This design comes from an exercise in tuning for small area, a short achievable clock period and few clock cycles per item on the open sky130 flow, not from production work. The RTL was checked by simulation tests, not by an equivalence proof against the original design. No activity file was given, so power comes from the tool's default toggle rates.

==> flow/design.v <==
package vtlru_pkg;
    localparam int MAX_SLOTS_DEF  = 64;
    localparam int COORD_BITS_DEF = 8;
    localparam int MIP_W  = 4;
    localparam int SIDE_W = 4;
    localparam int SLOT_W = 3;
    localparam logic [SIDE_W-1:0] SIDE_RESET = 4'd8;
    localparam logic [SIDE_W-1:0] SIDE_MAX   = 4'd8;
    localparam logic OP_TOUCH   = 1'b0;
    localparam logic OP_REQUEST = 1'b1;
    typedef struct packed {
        logic load;          
        logic scan_step;     
        logic decide;        
        logic update_step;   
    } cmd_t;
    typedef struct packed {
        logic sweep_done;    
        logic need_update;   
    } status_t;
endpackage
module vt_lru_page_cache #(
    parameter int MAX_SLOTS  = vtlru_pkg::MAX_SLOTS_DEF,
    parameter int COORD_BITS = vtlru_pkg::COORD_BITS_DEF
) (
    input  logic                          aclk,
    input  logic                          aresetn,
    input  logic                          cfg_wr_en,
    input  logic [vtlru_pkg::SIDE_W-1:0]  cfg_wr_data,
    input  logic                          s_valid,
    output logic                          s_ready,
    input  logic                          s_operation,
    input  logic [COORD_BITS-1:0]         s_page_x,
    input  logic [COORD_BITS-1:0]         s_page_y,
    input  logic [vtlru_pkg::MIP_W-1:0]   s_page_mip,
    output logic                          m_valid,
    input  logic                          m_ready,
    output logic                          m_was_resident,
    output logic                          m_loaded,
    output logic [vtlru_pkg::SLOT_W-1:0]  m_slot_col,
    output logic [vtlru_pkg::SLOT_W-1:0]  m_slot_row,
    output logic                          m_evicted,
    output logic [COORD_BITS-1:0]         m_victim_x,
    output logic [COORD_BITS-1:0]         m_victim_y,
    output logic [vtlru_pkg::MIP_W-1:0]   m_victim_mip
);
    localparam int N     = 64;
    localparam int IW    = 6;
    localparam int TW    = 2 * COORD_BITS + vtlru_pkg::MIP_W;
    localparam int SW    = vtlru_pkg::SLOT_W;
    localparam int RW    = 3 + 2 * SW + TW;
    logic [TW-1:0] stk_tag [N];
    logic [IW-1:0] stk_idx [N];
    logic [6:0]    count_q;
    logic [3:0]    side_q;
    logic [5:0]    wait_q;
    logic          a_valid;
    logic          a_op;
    logic [TW-1:0] a_tag;
    logic          hv, tv;
    logic [RW-1:0] hd, td;
    logic [3:0] eff_s;
    logic [6:0] cap;
    logic       full;
    logic       cnt64;
    always_comb begin
        if (side_q == 4'd0)      eff_s = 4'd1;
        else if (side_q > 4'd8)  eff_s = 4'd8;
        else                     eff_s = side_q;
    end
    assign cap   = 7'(eff_s) * 7'(eff_s);
    assign cnt64 = count_q[6];
    assign full  = (count_q >= cap);
    logic slow_wait;
    logic go;
    assign slow_wait = a_op && full && !cnt64 && (wait_q != 6'd63);
    assign go        = a_valid && !(hv && tv) && !slow_wait;
    assign s_ready   = !a_valid || go;
    logic [N-1:0]  m;
    logic [N-1:0]  ge;
    logic [N-1:0]  tail;
    logic          hit;
    logic [IW-1:0] hit_idx;
    always_comb begin
        for (int k = 0; k < N; k++) begin
            tail[k] = (7'(k) >= count_q);
            m[k]    = !tail[k] && (stk_tag[k] == a_tag);
        end
        hit = |m;
        ge[N-1] = m[N-1];
        for (int k = N - 2; k >= 0; k--) begin
            ge[k] = ge[k+1] | m[k];
        end
        hit_idx = '0;
        for (int k = 0; k < N; k++) begin
            hit_idx = hit_idx | (m[k] ? stk_idx[k] : '0);
        end
    end
    logic          ins;
    logic          evict;
    logic [IW-1:0] new_idx;
    logic [N-1:0]  en;
    assign ins     = a_op && !hit;
    assign evict   = ins && full;
    assign new_idx = a_op ? (full ? stk_idx[N-1] : count_q[IW-1:0]) : hit_idx;
    always_comb begin
        for (int k = 0; k < N; k++) begin
            en[k] = tail[k] || (go && (a_op ? !hit : ge[k]));
        end
    end
    always_ff @(posedge aclk) begin
        if (en[0]) begin
            stk_tag[0] <= a_tag;
            stk_idx[0] <= new_idx;
        end
        for (int k = 1; k < N; k++) begin
            if (en[k]) begin
                stk_tag[k] <= stk_tag[k-1];
                stk_idx[k] <= stk_idx[k-1];
            end
        end
    end
    function automatic logic [2*SW-1:0] slot_of(input logic [IW-1:0] i, input logic [3:0] s);
        logic [IW-1:0] q;
        logic [IW-1:0] r;
        case (s)
            4'd1: begin q = i;           r = '0;          end
            4'd2: begin q = i >> 1;      r = i & 6'd1;    end
            4'd3: begin q = i / 6'd3;    r = i % 6'd3;    end
            4'd4: begin q = i >> 2;      r = i & 6'd3;    end
            4'd5: begin q = i / 6'd5;    r = i % 6'd5;    end
            4'd6: begin q = i / 6'd6;    r = i % 6'd6;    end
            4'd7: begin q = i / 6'd7;    r = i % 6'd7;    end
            default: begin q = i >> 3;   r = i & 6'd7;    end
        endcase
        slot_of = {r[SW-1:0], q[SW-1:0]};
    endfunction
    logic [2*SW-1:0] slot;
    assign slot = slot_of(full ? stk_idx[N-1] : count_q[IW-1:0], eff_s);
    logic [RW-1:0] res;
    assign res = {hit, ins, ins ? slot : {2*SW{1'b0}}, evict,
                  evict ? stk_tag[N-1] : {TW{1'b0}}};
    logic pop;
    assign pop = hv && m_ready;
    always_ff @(posedge aclk) begin
        if (!aresetn) begin
            count_q <= '0;
            side_q  <= vtlru_pkg::SIDE_RESET;
            wait_q  <= '0;
            a_valid <= 1'b0;
            hv      <= 1'b0;
            tv      <= 1'b0;
        end else begin
            if (cfg_wr_en) begin
                side_q <= cfg_wr_data;
            end
            if (go && ins && !full) begin
                count_q <= count_q + 7'd1;
            end
            if (go) begin
                wait_q <= '0;
            end else if (wait_q != 6'd63) begin
                wait_q <= wait_q + 6'd1;
            end
            if (s_valid && s_ready) begin
                a_valid <= 1'b1;
            end else if (go) begin
                a_valid <= 1'b0;
            end
            if (!hv || pop) begin
                hv <= tv || go;
                tv <= tv && go;
            end else if (go) begin
                tv <= 1'b1;
            end
        end
    end
    always_ff @(posedge aclk) begin
        if (s_valid && s_ready) begin
            a_op  <= s_operation;
            a_tag <= {s_page_mip, s_page_y, s_page_x};
        end
        if (!hv || pop) begin
            if (tv) begin
                hd <= td;
            end else if (go) begin
                hd <= res;
            end
            if (tv && go) begin
                td <= res;
            end
        end else if (go) begin
            td <= res;
        end
    end
    assign m_valid        = hv;
    assign m_was_resident = hd[RW-1];
    assign m_loaded       = hd[RW-2];
    assign m_slot_col     = hd[RW-3 -: SW];
    assign m_slot_row     = hd[RW-3-SW -: SW];
    assign m_evicted      = hd[TW];
    assign m_victim_x     = hd[COORD_BITS-1:0];
    assign m_victim_y     = hd[2*COORD_BITS-1:COORD_BITS];
    assign m_victim_mip   = hd[TW-1:2*COORD_BITS];
endmodule
==> flow/run.sh <==
#!/bin/bash
# synth_recipe.tcl (not shown) runs the flow's synth.tcl, then flattens the netlist and writes it again
# the make line also repeats each setting of config.mk as NAME=value (left out here)
make -C /OpenROAD-flow-scripts/flow DESIGN_CONFIG=/design/flow/config.mk WORK_HOME=/design/flow/orfs CLKGATE_MAP_FILE= SYNTH_SCRIPT=/design/flow/synth_recipe.tcl finish
==> flow/config.mk <==
export PLATFORM = sky130hd
export DESIGN_NAME = vt_lru_page_cache
export DESIGN_NICKNAME = vt_lru_page_cache
export VERILOG_FILES = /design/flow/design.v
export SDC_FILE = /design/flow/constraint.sdc
export NUM_CORES = 4
export LEC_CHECK = 0
export CAP_MARGIN = 20
export CORE_MARGIN = 2
export CORE_UTILIZATION = 40
export SLEW_MARGIN = 20
==> flow/constraint.sdc <==
create_clock -name core_clock -period 8.0 [get_ports {aclk}]
set_input_delay 1.6000 -clock core_clock [delete_from_list [all_inputs] [get_ports {aclk}]]
set_output_delay 1.6000 -clock core_clock [all_outputs]
set_load 0.01 [all_outputs]
==> results.txt <==
-- registers in the layout, indices dropped and copies added, names as in the netlist --
signal / cells
tv: 1
a_op: 1
stk_idx: 384
hv: 1
side_q: 4
a_tag: 20
td: 29
wait_q: 6
a_valid: 1
hd: 29
stk_tag: 1280
count_q: 7
-- cells in the mapped netlist, drive strengths merged, types with 21 or more instances --
master     n  area share [%]
nor2      94            0.49
buf      169             2.0
a21oi     38            0.28
edfxtp  1743              70
a22oi     64            0.64
clkbuf    32            0.16
xnor2    357             4.2
o21ai     52            0.35
nor3     110            0.75
nand4    123             1.0
nand2    102            0.51
o21bai    21            0.22
a31o      22            0.26
a22o      54            0.63
ha        30            0.50
a21o      23            0.23
a221oi    58            0.68
nor4     259             2.2
and2      47            0.39
nand3     56            0.38
xor2     931              11
inv       31            0.16
-- layout make-up --
cell class              instances  area, sq um  share of cell area [%]
diodes                          2        5.005                0.005812
clock buffers                 228         4855                   5.638
clock inverters               111         1164                   1.351
inverters                      32        123.9                  0.1438
multi-input cells            2647        20920                   24.29
flip-flops and latches       1763        52750                   61.25
well taps                    2480         3103                   3.603
repair buffers                351         3201                   3.717
-- stage by stage --
stage	hold slack (ns)	setup TNS, ns
global route	0.4199	-4.830
finish	0.4159	-0.3646
floorplan	0.4252	-0.2041
global placement	0.4324	-2.605
detailed placement	0.4333	-2.883
CTS	0.4071	-0.7294
-- what timing repair did --
| action | 4_1_cts | 5_1_grt |
|---|---|---|
| hold buffers | 0 | 0 |
| buffers inserted | 26 | 6 |
| gates resized for setup | 23 | 15 |
| setup endpoints to repair | 8 | 8 |
| pin swaps | 25 | 10 |
-- metal layers --
layer,up-vias,global-route usage (%),part of all wire [%]
met1,22107,32.52,42
met4,4,8.131,3.4
met5,-,0,0.014
met3,388,4.589,7.9
met2,1929,37.83,46
li1,18334,-,-
-- kinds of logic after synthesis --
kind of cell               synth area share [%]
DFF                                       70.65
xor gates and xnor gates                  15.11
and+or+nand+nor                           6.567
AOI/OAI and AO/OA                         4.494
buffers and inverters                     2.325
adders and majority gates                0.5699
muxes                                    0.2782
other                                  0.005023
-- power by group --
| part | leakage [nW] | internal [mW] | switching (mW) |
|---|---|---|---|
| clock | 2.93 | 4.97 | 3.68 |
| sequential | 18.7 | 11.2 | 0.873 |
| combinational | 9.17 | 0.665 | 0.780 |
| total | 30.8 | 16.9 | 5.33 |
-- path summary, 6_finish.rpt --
check	endpoint	slack (ns)	depth (start not counted)
setup / recovery	hd[26]	-0.09	46
hold / removal	stk_idx[62][1]	0.42	0
setup reg to reg	hd[26]	-0.09	46
hold reg to reg	stk_idx[62][1]	0.42	0
==> reports/summary.json <==
{
  "outcome": "failed layout checks",
  "violations": "setup timing",
  "floorplan.die.height_um": 436,
  "core_util_final_pct": 46.44,
  "max_cap_viol_count": 0,
  "critPathArrivalTime_ns": 8.63,
  "tritoncts": "done",
  "route.detailed.vias_per_inst": 5.616,
  "synthDistinctLibCells": 95,
  "antenna_violations_before_repair": 5,
  "post-place-ws_ns": -0.4233,
  "route.antenna.remaining_nets": 0,
  "synthesis.area_sq_mm": 0.07465,
  "hold_path_class": "register to register",
  "synth_warnings": 3,
  "totalWireLength_um": 229000,
  "most_common_cell_after_layout_fill_and_taps_aside": "edfxtp_1",
  "initial_core_util_pct": 40.26,
  "max_stage_delay_ns": 0.34,
  "worst_setup_path_startpoint": "side_q[3]",
  "clock_path_buffers": 3,
  "rsz0062_at_grt": "yes",
  "synth_enable_flop_cells": 1743,
  "first_iter_violations": 4769,
  "first_pass_grt_wire_length_um": 322500,
  "avgSynthCellArea_sq_um": 16.08,
  "cp.required_ns": 8.54,
  "max_slew_margin_pct": 13.31,
  "final_hold_viol_count": 0,
  "synth_top_flop_cell": "edfxtp_1",
  "placed_cells": 7240,
  "detailed_place_hpwl_um": 164400,
  "vdd.ir_drop.worst_mv": 0.2322,
  "clk_latency_ns": 0.85,
  "number_of_synthesized_register_bits": 1763,
  "design_power_total_mw": 22.19,
  "timing.critical_path.mode_cell": "buf_4",
  "vias": 42762,
  "grt_max_degree": 66,
  "critPathSlowestCell": "dfxtp_2",
  "finalNetCount": 5042,
  "final_cell_mix": "edfxtp_1, xor2_1, xnor2_1, buf_4, nor4_1",
  "critical_path.reg2reg.startpoint": "side_q[3]",
  "die_width_um": 436,
  "remaining_drc_errors": 0,
  "cell_area_placed_sq_mm": 0.07961,
  "synthCells": 4642,
  "worst_setup_hold_path_clk_slew_ns": 0.06,
  "area_delta_synth_final_pct": 15.35,
  "cts.root.buffer_cell": "clkbuf_16",
  "final_max_slew_viol_count": 0,
  "die_area_sq_mm": 0.1901,
  "finalWorstPathRequiredPeriod_ns": 8.093,
  "drt-wirelength-per-cell_um": 30.07,
  "yosysSeqAreaShare_pct": 70.65,
  "post-route-cell-area_sq_mm": 0.08611,
  "instances_no_fill": 7614,
  "cts_made_buffers": 185,
  "timing_worst_setup_path_type": "register to register",
  "cts_htree_levels": 4,
  "coreArea_sq_mm": 0.1854,
  "hold_path_startpoint": "stk_idx[61][1]",
  "p_leak_nw": 30.76,
  "final_layout_fill_cell_count": 16115,
  "layout-drive-gt1-share_pct": 14.26,
  "gp_congestion": 1.027,
  "buffer_ports.inserted": 60,
  "finalWorstSetupSlack_ns": -0.09262,
  "timing.fmax_mhz": 123.6,
  "dr.pass1.iters": 7,
  "first_global_vias": 42629,
  "timing.final.setup_violations": 6,
  "number_of_top_level_pins": 61,
  "tritoncts_num_sinks": 1763,
  "worst-path-buf-inv": 19,
  "cp_max_fo": 4,
  "synth_async_sr_flop_share_pct": 0,
  "crit_family": "buffers and inverters",
  "power_density_mw_per_mm2": 257.7,
  "timing.final.crit_share_pct": 101.2,
  "timing.critical_path.from_type": "register",
  "grt_remaining_overflow": 0,
  "floorplan.rows": 158,
  "worst_setup_path_end_kind": "register",
  "timing_worst_slew_pin_value_ns": 1.287,
  "finClkSkew_ns": 0.07311,
  "grt.total_usage_pct": 23.73
}
Testbench counts, summed over its fixed seeds: cycles 12,012, requests 12,000.

==> separate check: timing with driven ports <==
No port has a modelled driver above. Below, the same layout with a new extraction and two added sets of constraints.
Step 1 assumes that a clkbuf_16 drives the clock port and a buf_2 every other input.
Step 2 moves the port delays by t, midway between the first and last clock arrival at a register: inputs arrive t later, outputs are due t later. That takes back most of the time a late clock gives input paths.
a / b / c = ideal ports / drivers / drivers and shift; a / b = the first two.
t (ns): 0.905
setup WS [ns]: -0.093 / -0.093 / -0.093
hold slack, ns: 0.416 / 0.416 / 0.416
latest minus earliest clock arrival (ns): 0.073 / 0.073
worst slew at a driven data input, ns: 0.06
For this run, drivers alone change the setup slack by 0.000 ns; drivers and shift together by 0.000 ns.
